Background: an optimization exercise with open tools, aiming at small area, a short achievable clock period and few clock cycles per item. Do not read the settings as production practice.
RTL that was checked went through simulation tests only; none was proved equivalent to the original.

==> branch raven <==
## multDivUnit
module multDivUnit (
  input  logic        clk,
  input  logic        reset,
  input  logic [2:0]  reqOp,
  input  logic [31:0] reqLOp,
  input  logic [31:0] reqROp,
  input  logic        reqValid,
  output logic        reqCredit,
  output logic [31:0] respResult,
  output logic        respDivByZero,
  output logic        respDivOverflow,
  output logic        respValid,
  input  logic        respCredit
);
Settings: LEC_CHECK=0, ABC_AREA=1, CAP_MARGIN=20, CORE_MARGIN=2, CORE_UTILIZATION=40, SETUP_SLACK_MARGIN=1.5, SLEW_MARGIN=20; clock period 6.0 ns.
standard.sh (not shown) runs the stock make flow with config.mk's settings and CLKGATE_MAP_FILE= SYNTH_SCRIPT=/design/flow/synth_recipe.tcl, a recipe that flattens the netlist after the stock synthesis.
==> flow/flow/run.sh <==
#!/bin/bash
set -o pipefail
export BUFFER_PORTS_ARGS="-buffer_cell sky130_fd_sc_hd__buf_1"
bash standard.sh > standard.log 2>&1
==> branch willow (differences from branch raven) <==
--- a/flow/design.v
+++ b/flow/design.v
@@ -55,33 +55,23 @@
   logic        yTwo0;
   logic        yInv0;
   logic        yOne1;
   logic        yTwo1;
   logic        yInv1;
   logic        yCin;
+  logic        divMode;
+  logic        divSub;
+  logic        inv0;
   logic        cin0;
-  logic        qFix;
   function automatic logic [5:0] clz32(input logic [31:0] v);
-    logic [15:0] v16;
-    logic [7:0]  v8;
-    logic [3:0]  v4;
-    logic [1:0]  v2;
-    logic        z16;
-    logic        z8;
-    logic        z4;
-    logic        z2;
-    z16 = (v[31:16] == 16'd0);
-    v16 = z16 ? v[15:0] : v[31:16];
-    z8  = (v16[15:8] == 8'd0);
-    v8  = z8 ? v16[7:0] : v16[15:8];
-    z4  = (v8[7:4] == 4'd0);
-    v4  = z4 ? v8[3:0] : v8[7:4];
-    z2  = (v4[3:2] == 2'd0);
-    v2  = z2 ? v4[1:0] : v4[3:2];
-    if (v == 32'd0) clz32 = 6'd32;
-    else clz32 = {1'b0, z16, z8, z4, z2, ~v2[1]};
+    logic [5:0] n;
+    n = 6'd32;
+    for (int i = 0; i < 32; i++) begin
+      if (v[i]) n = 31 - i;
+    end
+    clz32 = n;
   endfunction
   function automatic logic [2:0] booth(input logic b1, input logic b0, input logic bm);
     booth = {b0 ^ bm, (b1 & ~b0 & ~bm) | (~b1 & b0 & bm), b1};
   endfunction
   logic        inDiv;
   logic        inSgnDiv;
@@ -93,13 +83,13 @@
   logic [2:0]  inBooth0;
   logic [2:0]  inBooth1;
   assign inDiv    = reqOp[2];
   assign inSgnDiv = reqOp[2] & ~reqOp[0];
   assign inNegL   = inSgnDiv & reqLOp[31];
   assign inNegR   = inSgnDiv & reqROp[31];
-  assign inLZero  = inLzL[5] & ~inNegL;
+  assign inLZero  = (reqLOp == 32'd0);
   assign inLzL    = clz32(reqLOp ^ {32{inNegL}});
   assign inLzR    = clz32(reqROp ^ {32{inNegR}});
   assign inBooth0 = booth(reqROp[1], reqROp[0], 1'b0);
   assign inBooth1 = booth(reqROp[3], reqROp[2], reqROp[1]);
   logic [2:0]  nextBooth0;
   logic [2:0]  nextBooth1;
@@ -115,37 +105,37 @@
   logic [36:0] yVal1;
   logic [36:0] csaS;
   logic [36:0] csaC;
   logic [36:0] sum;
   assign aExt  = {{3{A[33]}}, A};
   assign xVal  = {{2{H[34]}}, H};
-  assign cin0   = yCin ^ (qFix & Lo[0]);
-  assign yVal0  = (({37{yOne0}} & aExt) | ({37{yTwo0}} & {aExt[35:0], 1'b0})) ^ {37{yInv0}};
+  assign divSub = divMode & H[34];
+  assign inv0   = yInv0 ^ divSub;
+  assign cin0   = yCin ^ divSub;
+  assign yVal0  = (({37{yOne0}} & aExt) | ({37{yTwo0}} & {aExt[35:0], 1'b0})) ^ {37{inv0}};
   assign yVal1 = (({37{yOne1}} & {aExt[34:0], 2'b0}) | ({37{yTwo1}} & {aExt[33:0], 3'b0})) ^ {37{yInv1}};
   assign csaS  = xVal ^ yVal0 ^ yVal1;
   assign csaC  = (xVal & yVal0) | (xVal & yVal1) | (yVal0 & yVal1);
   prefixAdd #(.N(37)) i_add (
     .a   (csaS),
     .b   ({csaC[35:0], yInv1}),
     .cin (cin0),
     .s   (sum)
   );
   logic [6:0] shAmt;
-  logic       skipDiv;
   logic       qBit;
-  logic       subNext;
   logic       fixNeed;
   logic       divNegL;
   logic [4:0] inLzLc;
+  logic       inSkip;
   assign divNegL = divAdd ^ negR;
+  assign shAmt   = {2'b0, count} - {1'b0, lzR} + {6'd0, negR};
   assign qBit    = ~(sum[36] ^ negR);
-  assign subNext = ~sum[36] ^ divNegL;
   assign fixNeed = isRem ? negR : divAdd;
   assign inLzLc  = (inLzL == 6'd32) ? 5'd31 : inLzL[4:0];
-  assign shAmt   = {2'b0, count} + {6'd0, negR} - {1'b0, lzR};
-  assign skipDiv = dbz | shAmt[6];
+  assign inSkip  = inLZero | (({1'b0, inLzLc} + {5'd0, inNegR}) < inLzR);
   logic       lastStep;
   logic [2:0] nextState;
   logic       respNow;
   logic       corrMul;
   logic       corrDiv;
   assign lastStep = (count == 5'd0);
@@ -157,18 +147,19 @@
     case (state)
       sGrant: begin
         nextState = sWait;
       end
       sWait: begin
         if (reqValid) begin
-          nextState = inDiv ? sPrep : sMul;
+          if (!inDiv) nextState = sMul;
+          else if (!inSkip) nextState = sPrep;
+          else respNow = 1'b1;
         end
       end
       sPrep: begin
-        if (!skipDiv) nextState = sDiv;
-        else respNow = 1'b1;
+        nextState = sDiv;
       end
       sMul: begin
         if (lastStep) begin
           if (corr) begin
             nextState = sCorr;
             corrMul   = 1'b1;
@@ -198,66 +189,55 @@
       end
     endcase
     if (respNow) nextState = avail ? sGrant : sHold;
   end
   always_ff @(posedge clk) begin
     if (reset) begin
-      qFix      <= 1'b0;
+      divMode   <= 1'b0;
       state     <= sGrant;
       respCnt   <= 2'd0;
       reqCredit <= 1'b0;
       respValid <= 1'b0;
     end else begin
+      divMode   <= (nextState == sDiv) || (nextState == sRfix);
       state     <= nextState;
-      qFix      <= (state == sDiv) && lastStep && !isRem && fixNeed;
       respCnt   <= respCntNext;
       reqCredit <= (state == sGrant);
       respValid <= respNow && avail;
     end
   end
   always_ff @(posedge clk) begin
     {yOne0, yTwo0, yInv0, yCin} <= 4'b0000;
     {yOne1, yTwo1, yInv1}       <= 3'b000;
-    case (state)
-      sWait: begin
-        if (reqValid) begin
-          if (inDiv) begin
-            yInv0 <= inNegR;
-          end else begin
-            {yOne0, yTwo0, yInv0} <= inBooth0;
-            yCin                  <= inBooth0[0];
-            {yOne1, yTwo1, yInv1} <= inBooth1;
-          end
-        end
-      end
-      sPrep: begin
-        if (!skipDiv) {yOne0, yInv0, yCin} <= {1'b1, ~divAdd, ~divAdd};
-      end
+    case (nextState)
       sMul: begin
-        if (!lastStep) begin
+        if (state == sWait) begin
+          {yOne0, yTwo0, yInv0} <= inBooth0;
+          yCin                  <= inBooth0[0];
+          {yOne1, yTwo1, yInv1} <= inBooth1;
+        end else begin
           {yOne0, yTwo0, yInv0} <= nextBooth0;
           yCin                  <= nextBooth0[0];
           {yOne1, yTwo1, yInv1} <= nextBooth1;
-        end else if (corr) begin
-          yOne0 <= 1'b1;                           
         end
       end
-      sDiv: begin
-        if (!lastStep) begin
-          {yOne0, yInv0, yCin} <= {1'b1, subNext, subNext};
-        end else if (!isRem) begin
-          if (fixNeed) {yOne0, yInv0, yCin} <= 3'b111;    
-        end else if (!qBit) begin
-          {yOne0, yInv0, yCin} <= {1'b1, divAdd, divAdd};
+      sPrep: begin
+        yInv0 <= inNegR;
+      end
+      sDiv, sRfix: begin
+        {yOne0, yInv0, yCin} <= {1'b1, ~divNegL, ~divNegL};
+      end
+      sCorr: begin
+        if (corrMul) begin
+          yOne0 <= 1'b1;                        
+        end else if (corrDiv) begin
+          {yOne0, yInv0, yCin} <= 3'b111;       
         end else begin
-          yCin <= negR;                                   
+          yCin <= 1'b1;                         
         end
       end
-      sRfix: begin
-        yCin <= negR;                                     
-      end
       default: begin
       end
     endcase
   end
   always_ff @(posedge clk) begin
     case (state)
@@ -279,40 +259,38 @@
   end
   always_ff @(posedge clk) begin
     case (state)
       sWait: begin
         if (reqValid) begin
           A      <= {{2{reqLOp[31] & (inNegL | reqOp == opMulh | reqOp == opMulhsu)}}, reqLOp};
-          Lo     <= reqROp;
+          Lo     <= inDiv ? {32{inLZero}} : reqROp;
           count  <= inDiv ? inLzLc : 5'd7;
           lzR    <= inLzR;
           isRem  <= reqOp[1];
           negR   <= inNegR;
           divAdd <= inNegL ^ inNegR;
           corr   <= ~reqOp[2] & reqOp[1] & reqROp[31];
           selLo  <= (reqOp == opMul) | (reqOp[2:1] == 2'b10);
           dbz    <= inDiv & inLZero;
-          ovf    <= inLzL[5] & inNegL & (reqROp == 32'h8000_0000);
+          ovf    <= inSgnDiv & (reqLOp == 32'hffff_ffff) & (reqROp == 32'h8000_0000);
         end
       end
       sPrep: begin
         A     <= A << shAmt[4:0];
         count <= shAmt[4:0];
-        if (skipDiv) selLo <= 1'b1;
-        if (!(skipDiv && isRem)) Lo <= {32{dbz}};
       end
       sMul: begin
         Lo    <= {sum[3:0], Lo[31:4]};
         count <= count - 5'd1;
       end
       sDiv: begin
         Lo    <= {Lo[30:0], qBit};
         count <= count - 5'd1;
         if (lastStep) begin
           if (!isRem) begin
-            A <= {2'b0, Lo[30:0], 1'b0};
+            A <= {2'b0, Lo[30:0], qBit};
             if (fixNeed) selLo <= 1'b0;
           end
         end else begin
           A <= {A[33], A[33:1]};
         end
       end
==> flow/run.sh (new file) <==
#!/bin/bash
# synth_recipe.tcl (not shown) runs the flow's synth.tcl, then flattens the netlist and writes it again
# the make line also repeats each setting of config.mk as NAME=value (left out here)
make -C /OpenROAD-flow-scripts/flow DESIGN_CONFIG=/design/flow/config.mk WORK_HOME=/design/flow/orfs CLKGATE_MAP_FILE= SYNTH_SCRIPT=/design/flow/synth_recipe.tcl finish
==> flow/config.mk (replaced) <==
export PLATFORM = sky130hd
export DESIGN_NAME = multDivUnit
export DESIGN_NICKNAME = multDivUnit
export VERILOG_FILES = /design/flow/design.v
export SDC_FILE = /design/flow/constraint.sdc
export NUM_CORES = 4
export LEC_CHECK = 0
export CAP_MARGIN = 20
export CORE_MARGIN = 2
export CORE_UTILIZATION = 40
export SETUP_SLACK_MARGIN = 1.5
export SLEW_MARGIN = 20
removed: flow/flow/run.sh
removed: flow/standard.sh
==> comparison <==
Branch raven passed the timing, DRC and antenna checks. Branch willow went through all stages and came out clean. Between branch raven and branch willow, the lower clock skew is in branch raven (gap 0.0025 ns). Of branch raven and branch willow, branch willow has the higher cell area (gap 12%, measured against branch willow). In branch raven the first-iteration DRC count is larger than in branch willow, by 19%. Against branch willow, the non-clock buffer count of branch raven is lower by 148. Global-route usage: branch raven is higher than branch willow (2.2 points). Of branch willow and branch raven, branch raven has the higher register-to-register slack (gap 0.44 ns). In branch willow the sequential share of layout area is lower than in branch raven, by 2.7 points.
Testbench counts of branch raven, summed over its fixed seeds: cycles 34,639, ops 3,200.
The RTL of branch willow was laid out without a check of its function.

==> static timing again, ports no longer ideal <==
Ports are ideal in the flow. The routed layouts listed here were re-timed in OpenROAD. Step 1 assumes that a clkbuf_16 drives the clock port and a buf_2 every other input. Step 2 also shifts input and output timing later by t, the mid clock arrival at the registers, as if the neighbouring blocks saw the same clock. a / b / c = ideal / step 1 / step 2; a / b = the first two.
| run | t, ns | slack for setup (ns) | worst hold slack (ns) | slew at the worst register clock pin (ns) | pins driven straight from the clock port |
|---|---|---|---|---|---|
| branch raven | 0.506 | 1.691 / 1.691 / 1.419 | 0.553 / 0.553 / 0.553 | 0.07 / 0.07 | 1 |
| branch willow | 0.496 | 0.531 / 0.564 / 0.068 | 0.630 / 0.630 / 0.630 | 0.08 / 0.08 | 1 |
After both steps every run listed still meets setup and hold. The setup slack of branch willow, which loses most, moves by +0.033 ns with the drivers and by -0.463 ns with both steps.
